Background: an optimization exercise with open tools, aiming at small area and a short achievable clock period. Do not read the settings as production practice.
Power and IR drop assume default switching activity.

==> module rod_mover, before the edit <==
module rod_mover (
   input  logic       clk,
   input  logic       reset,
   input  logic       frame_tick,
   input  logic [1:0] btn,           
   output logic [7:0] rod_half       
);
   logic [5:0] k;
   always_ff @(posedge clk or posedge reset)
   begin
      if (reset)
         k <= 6'd26;
      else if (frame_tick)
      begin
         if (btn[1] && (k != 6'd1))         
            k <= k - 6'd1;
         else if (btn[0] && (k < 6'd37))     
            k <= k + 6'd1;
      end
   end
   assign rod_half = {k, 2'b00} + {2'b00, k};
endmodule
==> module pixel_renderer, before the edit <==
module pixel_renderer (
   input  logic               clk,
   input  logic               reset,
   input  logic [19:0]        pix,
   input  logic [10:0]        xl,            
   input  logic [10:0]        yl,
   input  logic [7:0]         left_half,
   input  logic [7:0]         right_half,
   output logic [2:0]         rgb
);
   function automatic logic ge8c(input logic [7:0] a, input logic [7:0] b, input logic cin);
      logic c;
      c = cin;
      for (int i = 0; i < 8; i++)
         c = (a[i] & ~b[i]) | ((a[i] | ~b[i]) & c);
      ge8c = c;
   endfunction
   function automatic logic sum_zero6(input logic [5:0] p, input logic [5:0] q, input logic cin);
      logic ok;
      ok = !(p[0] ^ q[0] ^ cin);
      for (int i = 1; i < 6; i++)
         ok = ok & ((p[i] ^ q[i]) == (p[i-1] | q[i-1]));
      sum_zero6 = ok;
   endfunction
   logic [9:0] px;
   logic [8:0] py;
   logic       vo;
   assign px = pix[19:10];
   assign py = pix[9:1];
   assign vo = pix[0];
   logic on_frame, on_left, on_right, on_ball;
   assign on_frame = (py < 9'd5) || (py > 9'd474)
                     || (((py < 9'd140) || (py > 9'd340)) && ((px < 10'd5) || (px > 10'd634)));
   logic [7:0] q, qm;
   logic       q_low;
   assign q     = py[8:1];
   assign qm    = q - 8'd50;
   assign q_low = (q < 8'd50);
   assign on_left  = ge8c(q, left_half, py[0]) && (q_low || !ge8c(qm, left_half, 1'b1))
                     && (px > 10'd5) && (px < 10'd15);
   assign on_right = ge8c(q, right_half, py[0]) && (q_low || !ge8c(qm, right_half, 1'b1))
                     && (px > 10'd625) && (px < 10'd635);
   logic [5:0] ax, ay;             
   logic       hx, hy;
   assign ax = {1'b0, px[4:0]} - {1'b0, xl[4:0]};
   assign ay = {1'b0, py[4:0]} - {1'b0, yl[4:0]};
   assign hx = sum_zero6({1'b0, px[9:5]}, ~xl[10:5], !ax[5]);
   assign hy = sum_zero6({2'b00, py[8:5]}, ~yl[10:5], !ay[5]);
   logic [3:0] adx, ady;
   assign adx = (ax[4] || ax[3]) ? 4'(ax[3:0] - 4'd8) : 4'(4'd8 - ax[3:0]);
   assign ady = (ay[4] || ay[3]) ? 4'(ay[3:0] - 4'd8) : 4'(4'd8 - ay[3:0]);
   logic inx, iny;
   assign inx = hx && (!ax[4] || ax[3:0] == 4'd0);
   assign iny = hy && (!ay[4] || ay[3:0] == 4'd0);
   logic [3:0] wmax;
   always_comb
   begin
      case (ady)
         4'd0:                wmax = 4'd8;
         4'd1, 4'd2, 4'd3:    wmax = 4'd7;
         4'd4, 4'd5:          wmax = 4'd6;
         4'd6:                wmax = 4'd5;
         4'd7:                wmax = 4'd3;
         default:             wmax = 4'd0;
      endcase
   end
   assign on_ball = inx && iny && (adx <= wmax);
   logic [2:0] rgb_next;
   assign rgb_next[0] = vo && !on_right && (on_frame ^ on_ball ^ on_left);
   assign rgb_next[1] = vo && !on_left && !on_right && !(on_frame && on_ball);
   assign rgb_next[2] = vo && !on_left && (on_frame ^ on_ball ^ on_right);
   always_ff @(posedge clk or posedge reset)
   begin
      if (reset)
         rgb <= 3'b000;
      else
         rgb <= rgb_next;
   end
endmodule
==> module foosball_top, before the edit <==
module foosball_top (
   input  logic                     clk,
   input  logic                     reset,
   input  logic                     stop_ball,
   input  game_types_pkg::rod_btn_t left_btn,
   input  game_types_pkg::rod_btn_t right_btn,
   input  game_types_pkg::pixel_t   pix,
   output game_types_pkg::rgb_t     rgb,
   output logic                     score1,
   output logic                     score2
);
   logic frame_tick, serve_left;
   logic goal_right_mouth, goal_left_mouth;
   logic [7:0] left_half, right_half;
   logic [10:0] xl, yl;
   game_ctrl u_ctrl (
      .clk              (clk),
      .reset            (reset),
      .goal_right_mouth (goal_right_mouth),
      .goal_left_mouth  (goal_left_mouth),
      .frame_tick       (frame_tick),
      .serve_left       (serve_left),
      .score1           (score1),
      .score2           (score2)
   );
   rod_mover left_rod  (.clk(clk), .reset(reset), .frame_tick(frame_tick),
                        .btn(left_btn), .rod_half(left_half));
   rod_mover right_rod (.clk(clk), .reset(reset), .frame_tick(frame_tick),
                        .btn(right_btn), .rod_half(right_half));
   ball_mover u_ball (
      .clk              (clk),
      .reset            (reset),
      .frame_tick       (frame_tick),
      .serve            (stop_ball),
      .serve_left       (serve_left),
      .left_half        (left_half),
      .right_half       (right_half),
      .xl               (xl),
      .yl               (yl),
      .goal_right_mouth (goal_right_mouth),
      .goal_left_mouth  (goal_left_mouth)
   );
   pixel_renderer u_render (
      .clk        (clk),
      .reset      (reset),
      .pix        (pix),
      .xl         (xl),
      .yl         (yl),
      .left_half  (left_half),
      .right_half (right_half),
      .rgb        (rgb)
   );
endmodule
clock: 13.0 ns
lec_check: 0
cap_margin: 20
core_margin: 2
core_utilization: 40
slew_margin: 20
standard.sh (not shown) runs the stock make flow with config.mk's settings and CLKGATE_MAP_FILE= SYNTH_SCRIPT=/design/flow/synth_recipe.tcl, a recipe that flattens the netlist after the stock synthesis.
==> flow/flow/run.sh <==
#!/bin/bash
# Own layout flow: the standard synthesis, then the combinational logic between the
# registers is mapped again by ABC (registers, their names and cell types are kept as
# the standard synthesis made them): the logic in front of the rgb registers for delay,
# the rest for area. Then the standard layout steps from floorplan to finish.
set -euo pipefail
WORK=$(pwd)
HERE=$(cd "$(dirname "$0")" && pwd)
R=$WORK/orfs/results/$FLOW_PLATFORM/foosball_top/base
LIB=$FLOW_HOME/platforms/$FLOW_PLATFORM/lib/sky130_fd_sc_hd__tt_025C_1v80.lib
YOSYS=$FLOW_HOME/../tools/install/yosys/bin/yosys
[ -x "$YOSYS" ] || YOSYS=$(command -v yosys)

CRIT_SCRIPT=${CRIT_SCRIPT:-abc_speed.script}
REST_SCRIPT=${REST_SCRIPT:-abc_area.script}
LAYOUT_ARGS=()
[ -f "$HERE/flow.env" ] && source "$HERE/flow.env"

# 1. standard synthesis
bash standard.sh synth > "$WORK/log_1_synth.log" 2>&1
cp "$R/1_2_yosys.v" "$WORK/std_1_2_yosys.v"

# 2. remap the combinational logic
python3 "$HERE/genmodels.py" "$LIB" > "$WORK/comb_models.v"
DU=""
for c in $(sed -n '/DONT_USE_CELLS += /,/^$/p' "$FLOW_HOME/platforms/$FLOW_PLATFORM/config.mk" | grep -o 'sky130_fd_sc_hd__[a-z0-9_]*'); do
   DU="$DU -dont_use $c"
done
printf 'set_driving_cell sky130_fd_sc_hd__buf_1\nset_load 5\n' > "$WORK/abc.constr"
cat > "$WORK/remap.ys" <<EOY
read_liberty -lib $LIB
read_verilog $WORK/std_1_2_yosys.v
hierarchy -top $FLOW_TOP
techmap -map $WORK/comb_models.v
techmap
opt -purge
select -set dw c:u_render.rgb* %ci1:+sky130_fd_sc_hd__dfrtp_1[D] w:* %i
select -set crit @dw %ci*:-sky130_fd_sc_hd__dfrtp_1,sky130_fd_sc_hd__dfstp_2
select -set critg @crit t:\$_* %i
abc -liberty $LIB $DU -constr $WORK/abc.constr -script $HERE/$CRIT_SCRIPT @critg
abc -liberty $LIB $DU -constr $WORK/abc.constr -script $HERE/$REST_SCRIPT t:\$_*
opt_clean -purge
hilomap -singleton -hicell sky130_fd_sc_hd__conb_1 HI -locell sky130_fd_sc_hd__conb_1 LO
insbuf -buf sky130_fd_sc_hd__buf_4 A X
splitnets
opt_clean -purge
tee -o $WORK/remap_stat.txt stat -liberty $LIB
check -assert -mapped
write_verilog -noattr -noexpr -nohex -nodec $WORK/remap_1_2_yosys.v
EOY
"$YOSYS" -s "$WORK/remap.ys" > "$WORK/log_2_remap.log" 2>&1
cp "$WORK/remap_1_2_yosys.v" "$R/1_2_yosys.v"
rm -f "$R/1_synth.odb" "$R/1_synth.sdc"

# 3. the standard layout from the remapped netlist
bash standard.sh "${LAYOUT_ARGS[@]}" finish > "$WORK/log_3_layout.log" 2>&1
Other scripts of this flow, unchanged in this note and not shown: flow/flow/abc_area.script, flow/flow/abc_speed.script, flow/flow/flow.env, flow/flow/genmodels.py
Change:
--- a/flow/design.v
+++ b/flow/design.v
@@ -90,7 +90,8 @@
    input  logic       reset,
    input  logic       frame_tick,
    input  logic [1:0] btn,           
-   output logic [7:0] rod_half       
+   output logic [7:0] rod_half,      
+   output logic [7:0] rod_bot        
 );
    logic [5:0] k;
    always_ff @(posedge clk or posedge reset)
@@ -106,6 +107,7 @@
       end
    end
    assign rod_half = {k, 2'b00} + {2'b00, k};
+   assign rod_bot  = rod_half + 8'd50;
 endmodule
 `timescale 1ns/1ps
 module ball_mover (
@@ -243,14 +245,16 @@
    input  logic [10:0]        yl,
    input  logic [7:0]         left_half,
    input  logic [7:0]         right_half,
+   input  logic [7:0]         left_bot,
+   input  logic [7:0]         right_bot,
    output logic [2:0]         rgb
 );
-   function automatic logic ge8c(input logic [7:0] a, input logic [7:0] b, input logic cin);
+   function automatic logic ge8(input logic [7:0] a, input logic [7:0] b);
       logic c;
-      c = cin;
+      c = 1'b1;
       for (int i = 0; i < 8; i++)
          c = (a[i] & ~b[i]) | ((a[i] | ~b[i]) & c);
-      ge8c = c;
+      ge8 = c;
    endfunction
    function automatic logic sum_zero6(input logic [5:0] p, input logic [5:0] q, input logic cin);
       logic ok;
@@ -268,15 +272,10 @@
    logic on_frame, on_left, on_right, on_ball;
    assign on_frame = (py < 9'd5) || (py > 9'd474)
                      || (((py < 9'd140) || (py > 9'd340)) && ((px < 10'd5) || (px > 10'd634)));
-   logic [7:0] q, qm;
-   logic       q_low;
-   assign q     = py[8:1];
-   assign qm    = q - 8'd50;
-   assign q_low = (q < 8'd50);
-   assign on_left  = ge8c(q, left_half, py[0]) && (q_low || !ge8c(qm, left_half, 1'b1))
-                     && (px > 10'd5) && (px < 10'd15);
-   assign on_right = ge8c(q, right_half, py[0]) && (q_low || !ge8c(qm, right_half, 1'b1))
-                     && (px > 10'd625) && (px < 10'd635);
+   assign on_left  = ge8(py[8:1], left_half) && (py[0] || (py[8:1] != left_half))
+                     && !ge8(py[8:1], left_bot) && (px > 10'd5) && (px < 10'd15);
+   assign on_right = ge8(py[8:1], right_half) && (py[0] || (py[8:1] != right_half))
+                     && !ge8(py[8:1], right_bot) && (px > 10'd625) && (px < 10'd635);
    logic [5:0] ax, ay;             
    logic       hx, hy;
    assign ax = {1'b0, px[4:0]} - {1'b0, xl[4:0]};
@@ -328,7 +327,7 @@
 );
    logic frame_tick, serve_left;
    logic goal_right_mouth, goal_left_mouth;
-   logic [7:0] left_half, right_half;
+   logic [7:0] left_half, right_half, left_bot, right_bot;
    logic [10:0] xl, yl;
    game_ctrl u_ctrl (
       .clk              (clk),
@@ -341,9 +340,9 @@
       .score2           (score2)
    );
    rod_mover left_rod  (.clk(clk), .reset(reset), .frame_tick(frame_tick),
-                        .btn(left_btn), .rod_half(left_half));
+                        .btn(left_btn), .rod_half(left_half), .rod_bot(left_bot));
    rod_mover right_rod (.clk(clk), .reset(reset), .frame_tick(frame_tick),
-                        .btn(right_btn), .rod_half(right_half));
+                        .btn(right_btn), .rod_half(right_half), .rod_bot(right_bot));
    ball_mover u_ball (
       .clk              (clk),
       .reset            (reset),
@@ -365,6 +364,8 @@
       .yl         (yl),
       .left_half  (left_half),
       .right_half (right_half),
+      .left_bot   (left_bot),
+      .right_bot  (right_bot),
       .rgb        (rgb)
    );
 endmodule
Effect: Synthesized cell count went up by 6.3%. Routed wire length goes down by 3.3%. First-iteration DRC count climbs by 30%. Via count grows by about 3.2%. Clock power goes down by 17%. Critical path depth rose by 1. Utilization drops by 0.53 points. Worst hold slack loses 0.0092 ns. Sequential cell count does not change. Setup slack gets worse by 0.095 ns.
Function was not checked in any run of this note: the RTL went through the layout flow alone.

========
red:
foosball_top, a different RTL version from the one above (not shown whole).
Size: roughly 750 cells after synthesis.
==> module pixel_renderer, before the edit <==
module pixel_renderer (
   input  logic               clk,
   input  logic               reset,
   input  logic [19:0]        pix,
   input  logic [10:0]        xl,            
   input  logic [10:0]        yl,
   input  logic [7:0]         left_half,
   input  logic [7:0]         right_half,
   output logic [2:0]         rgb
);
   function automatic logic ge8c(input logic [7:0] a, input logic [7:0] b, input logic cin);
      logic c;
      c = cin;
      for (int i = 0; i < 8; i++)
         c = (a[i] & ~b[i]) | ((a[i] | ~b[i]) & c);
      ge8c = c;
   endfunction
   function automatic logic sum_zero6(input logic [5:0] p, input logic [5:0] q, input logic cin);
      logic ok;
      ok = !(p[0] ^ q[0] ^ cin);
      for (int i = 1; i < 6; i++)
         ok = ok & ((p[i] ^ q[i]) == (p[i-1] | q[i-1]));
      sum_zero6 = ok;
   endfunction
   logic [9:0] px;
   logic [8:0] py;
   logic       vo;
   assign px = pix[19:10];
   assign py = pix[9:1];
   assign vo = pix[0];
   logic on_frame, on_left, on_right, on_ball;
   logic f_top, f_bot, f_lft, f_rgt, f_rows;
   assign f_top  = (py[8:3] == 6'd0) && (!py[2] || (!py[1] && !py[0]));           
   assign f_bot  = py[8] && py[7] && py[6]
                   && (py[5] || (py[4] && py[3] && (py[2] || (py[1] && py[0]))));   
   assign f_lft  = (px[9:3] == 7'd0) && (!px[2] || (!px[1] && !px[0]));           
   assign f_rgt  = px[9] && (px[6:3] == 4'hf) && (px[2] || (px[1] && px[0]));     
   assign f_rows = (py < 9'd140) || (py > 9'd340);
   assign on_frame = f_top || f_bot || (f_rows && (f_lft || f_rgt));
   logic [7:0] q, qm;
   logic       q_low;
   assign q     = py[8:1];
   assign qm    = q - 8'd50;
   assign q_low = (q < 8'd50);
   logic [7:0] t_side;
   logic       on_rows;
   assign t_side  = px[9] ? right_half : left_half;
   assign on_rows = ge8c(q, t_side, py[0]) && (q_low || !ge8c(qm, t_side, 1'b1));
   assign on_left  = on_rows && (px[9:4] == 6'd0) && (px[3:0] > 4'd5) && (px[3:0] < 4'd15);    
   assign on_right = on_rows && px[9] && (px[6:4] == 3'd7)
                     && (px[3:0] > 4'd1) && (px[3:0] < 4'd11);                             
   logic [5:0] ax, ay;             
   logic       hx, hy;
   assign ax = {1'b0, px[4:0]} - {1'b0, xl[4:0]};
   assign ay = {1'b0, py[4:0]} - {1'b0, yl[4:0]};
   assign hx = sum_zero6({1'b0, px[9:5]}, ~xl[10:5], !ax[5]);
   assign hy = sum_zero6({2'b00, py[8:5]}, ~yl[10:5], !ay[5]);
   logic [3:0] adx, ady;
   assign adx = (ax[4] || ax[3]) ? 4'(ax[3:0] - 4'd8) : 4'(4'd8 - ax[3:0]);
   assign ady = (ay[4] || ay[3]) ? 4'(ay[3:0] - 4'd8) : 4'(4'd8 - ay[3:0]);
   logic inx, iny;
   assign inx = hx && (!ax[4] || ax[3:0] == 4'd0);
   assign iny = hy && (!ay[4] || ay[3:0] == 4'd0);
   logic [3:0] wmax;
   always_comb
   begin
      case (ady)
         4'd0:                wmax = 4'd8;
         4'd1, 4'd2, 4'd3:    wmax = 4'd7;
         4'd4, 4'd5:          wmax = 4'd6;
         4'd6:                wmax = 4'd5;
         4'd7:                wmax = 4'd3;
         default:             wmax = 4'd0;
      endcase
   end
   assign on_ball = inx && iny && (adx <= wmax);
   logic       g_next;
   logic [2:0] col_nb_next;
   assign g_next         = vo && !on_frame && !on_left && !on_right;    
   assign col_nb_next[0] = vo && (on_frame || on_left);                 
   assign col_nb_next[1] = vo && !on_left && !on_right;                 
   assign col_nb_next[2] = vo && (on_frame || on_right);                
   logic       ball_q, g_q;
   logic [2:0] col_nb_q;
   always_ff @(posedge clk or posedge reset)
   begin
      if (reset)
      begin
         ball_q   <= 1'b0;
         g_q      <= 1'b0;
         col_nb_q <= 3'b000;
      end
      else
      begin
         ball_q   <= on_ball;
         g_q      <= g_next;
         col_nb_q <= col_nb_next;
      end
   end
   assign rgb = ball_q ? {3{g_q}} : col_nb_q;
endmodule
clock: 13.0 ns
lec_check: 0
cap_margin: 20
core_margin: 2
core_utilization: 40
slew_margin: 20
==> flow/flow/run.sh <==
#!/bin/bash
# Own layout flow: the standard synthesis, then the combinational logic between the
# registers is mapped again by ABC (registers, their names and cell types are kept as
# the standard synthesis made them): the logic in front of the rgb registers for delay,
# the rest for area. Then the standard layout steps from floorplan to finish.
set -euo pipefail
WORK=$(pwd)
HERE=$(cd "$(dirname "$0")" && pwd)
R=$WORK/orfs/results/$FLOW_PLATFORM/foosball_top/base
LIB=$FLOW_HOME/platforms/$FLOW_PLATFORM/lib/sky130_fd_sc_hd__tt_025C_1v80.lib
YOSYS=$FLOW_HOME/../tools/install/yosys/bin/yosys
[ -x "$YOSYS" ] || YOSYS=$(command -v yosys)

CRIT_SCRIPT=${CRIT_SCRIPT:-abc_speed.script}
REST_SCRIPT=${REST_SCRIPT:-abc_area.script}
LAYOUT_ARGS=()
[ -f "$HERE/flow.env" ] && source "$HERE/flow.env"

# 1. standard synthesis
bash standard.sh synth > "$WORK/log_1_synth.log" 2>&1
cp "$R/1_2_yosys.v" "$WORK/std_1_2_yosys.v"

# 2. remap the combinational logic
python3 "$HERE/genmodels.py" "$LIB" > "$WORK/comb_models.v"
DU=""
for c in $(sed -n '/DONT_USE_CELLS += /,/^$/p' "$FLOW_HOME/platforms/$FLOW_PLATFORM/config.mk" | grep -o 'sky130_fd_sc_hd__[a-z0-9_]*'); do
   DU="$DU -dont_use $c"
done
printf 'set_driving_cell sky130_fd_sc_hd__buf_1\nset_load 5\n' > "$WORK/abc.constr"
cat > "$WORK/remap.ys" <<EOY
read_liberty -lib $LIB
read_verilog $WORK/std_1_2_yosys.v
hierarchy -top $FLOW_TOP
techmap -map $WORK/comb_models.v
techmap
opt -purge
select -set dw c:u_render.* %ci1:+sky130_fd_sc_hd__dfrtp_1[D] w:* %i
select -set crit @dw %ci*:-sky130_fd_sc_hd__dfrtp_1,sky130_fd_sc_hd__dfstp_2
select -set critg @crit t:\$_* %i
abc -liberty $LIB $DU -constr $WORK/abc.constr -script $HERE/$CRIT_SCRIPT @critg
abc -liberty $LIB $DU -constr $WORK/abc.constr -script $HERE/$REST_SCRIPT t:\$_*
opt_clean -purge
chtype -map sky130_fd_sc_hd__clkinv_1 sky130_fd_sc_hd__inv_1
opt_merge -share_all t:sky130_fd_sc_hd__df* %n
opt_clean -purge
hilomap -singleton -hicell sky130_fd_sc_hd__conb_1 HI -locell sky130_fd_sc_hd__conb_1 LO
insbuf -buf sky130_fd_sc_hd__buf_4 A X
splitnets
opt_clean -purge
tee -o $WORK/remap_stat.txt stat -liberty $LIB
check -assert -mapped
write_verilog -noattr -noexpr -nohex -nodec $WORK/remap_1_2_yosys.v
EOY
"$YOSYS" -s "$WORK/remap.ys" > "$WORK/log_2_remap.log" 2>&1
python3 "$HERE/netfix.py" "$WORK/remap_1_2_yosys.v" "$WORK/netfix_1_2_yosys.v" > "$WORK/log_2_netfix.log" 2>&1
cp "$WORK/netfix_1_2_yosys.v" "$R/1_2_yosys.v"
rm -f "$R/1_synth.odb" "$R/1_synth.sdc"

# 3. the standard layout from the remapped netlist
bash standard.sh "${LAYOUT_ARGS[@]}" finish > "$WORK/log_3_layout.log" 2>&1
Other scripts of this flow, unchanged in this note and not shown: flow/flow/abc_area.script, flow/flow/abc_rest.script, flow/flow/abc_speed.script, flow/flow/flow.env, flow/flow/genmodels.py, flow/flow/netfix.py
#### Input delta (blue over red)
==> flow/design.v, changed modules only <==
module pixel_renderer (
   input  logic               clk,
   input  logic               reset,
   input  logic [19:0]        pix,
   input  logic [10:0]        xl,            
   input  logic [10:0]        yl,
   input  logic [7:0]         left_half,
   input  logic [7:0]         right_half,
   output logic [2:0]         rgb
);
   function automatic logic ge8c(input logic [7:0] a, input logic [7:0] b, input logic cin);
      logic c;
      c = cin;
      for (int i = 0; i < 8; i++)
         c = (a[i] & ~b[i]) | ((a[i] | ~b[i]) & c);
      ge8c = c;
   endfunction
   function automatic logic sum_zero6(input logic [5:0] p, input logic [5:0] q, input logic cin);
      logic ok;
      ok = !(p[0] ^ q[0] ^ cin);
      for (int i = 1; i < 6; i++)
         ok = ok & ((p[i] ^ q[i]) == (p[i-1] | q[i-1]));
      sum_zero6 = ok;
   endfunction
   logic [9:0] px;
   logic [8:0] py;
   logic       vo;
   assign px = pix[19:10];
   assign py = pix[9:1];
   assign vo = pix[0];
   logic on_frame, on_left, on_right, on_ball;
   assign on_frame = (py < 9'd5) || (py > 9'd474)
                     || (((py < 9'd140) || (py > 9'd340)) && ((px < 10'd5) || (px > 10'd634)));
   logic [7:0] q, qm;
   logic       q_low;
   assign q     = py[8:1];
   assign qm    = q - 8'd50;
   assign q_low = (q < 8'd50);
   logic [7:0] t_side;
   logic       on_rows;
   assign t_side  = px[9] ? right_half : left_half;
   assign on_rows = ge8c(q, t_side, py[0]) && (q_low || !ge8c(qm, t_side, 1'b1));
   assign on_left  = on_rows && (px > 10'd5) && (px < 10'd15);
   assign on_right = on_rows && (px > 10'd625) && (px < 10'd635);
   logic [5:0] ax, ay;             
   logic       hx, hy;
   assign ax = {1'b0, px[4:0]} - {1'b0, xl[4:0]};
   assign ay = {1'b0, py[4:0]} - {1'b0, yl[4:0]};
   assign hx = sum_zero6({1'b0, px[9:5]}, ~xl[10:5], !ax[5]);
   assign hy = sum_zero6({2'b00, py[8:5]}, ~yl[10:5], !ay[5]);
   logic [3:0] adx, ady;
   assign adx = (ax[4] || ax[3]) ? 4'(ax[3:0] - 4'd8) : 4'(4'd8 - ax[3:0]);
   assign ady = (ay[4] || ay[3]) ? 4'(ay[3:0] - 4'd8) : 4'(4'd8 - ay[3:0]);
   logic inx, iny;
   assign inx = hx && (!ax[4] || ax[3:0] == 4'd0);
   assign iny = hy && (!ay[4] || ay[3:0] == 4'd0);
   logic [3:0] wmax;
   always_comb
   begin
      case (ady)
         4'd0:                wmax = 4'd8;
         4'd1, 4'd2, 4'd3:    wmax = 4'd7;
         4'd4, 4'd5:          wmax = 4'd6;
         4'd6:                wmax = 4'd5;
         4'd7:                wmax = 4'd3;
         default:             wmax = 4'd0;
      endcase
   end
   assign on_ball = inx && iny && (adx <= wmax);
   logic       g_next;
   logic [2:0] col_nb_next;
   assign g_next         = vo && !on_frame && !on_left && !on_right;    
   assign col_nb_next[0] = vo && (on_frame || on_left);                 
   assign col_nb_next[1] = vo && !on_left && !on_right;                 
   assign col_nb_next[2] = vo && (on_frame || on_right);                
   logic       ball_q, g_q;
   logic [2:0] col_nb_q;
   always_ff @(posedge clk or posedge reset)
   begin
      if (reset)
      begin
         ball_q   <= 1'b0;
         g_q      <= 1'b0;
         col_nb_q <= 3'b000;
      end
      else
      begin
         ball_q   <= on_ball;
         g_q      <= g_next;
         col_nb_q <= col_nb_next;
      end
   end
   assign rgb = ball_q ? {3{g_q}} : col_nb_q;
endmodule
Results
blue vs. red: non-clock buffer total of the final layout moved down, final layout net count moved down, clock transition time at the flip-flop clock pins of the worst setup and hold paths level, final non-filler cell total moved down.
When blue is measured against red, its clock network power share turns out 1.4 points higher.
Of blue and red, it is blue that has the lower share of the core filled with cells.
Higher first-pass GRT wire length was reported by red, not blue.
Cmp blue and red / cell area / higher: red
Diff blue and red: detailed-routed wire length on met2 higher in blue
No run of this note included a check of the RTL's function; only the layout flow was run.

## re-timing with driven ports
The flow's constraints put no driver on any port. The routed layouts listed below were extracted and timed again, unchanged, in two steps.
Step 1 sets driving cells, clkbuf_16 on the clock port and buf_2 on the other inputs (assumed; they add their load-dependent delay and slew).
Step 2 adds t to the input delays and takes it off the output delays; t is the mean of the earliest and latest rising clock arrival at the registers after step 1. Input paths then give back, and output paths get back, about the clock's delay inside the block.
a / b / c = ideal ports / drivers / drivers and shift; a / b = the first two.
| run | t (ns) | setup slack, ns | clock arrival spread, ns |
|---|---|---|---|
| the first run of note 1 | 0.342 | 8.538 / 8.556 / 8.214 | 0.009 / 0.010 |
| the second run of note 1 | 0.343 | 8.443 / 8.463 / 8.120 | 0.007 / 0.007 |
| red | 0.382 | 8.978 / 8.984 / 8.602 | 0.007 / 0.007 |
| blue | 0.381 | 9.119 / 9.119 / 8.747 | 0.006 / 0.006 |
After both steps setup and hold are still met in every run listed. For red, which loses most, drivers alone change the setup slack by +0.006 ns; drivers and shift together by -0.376 ns.
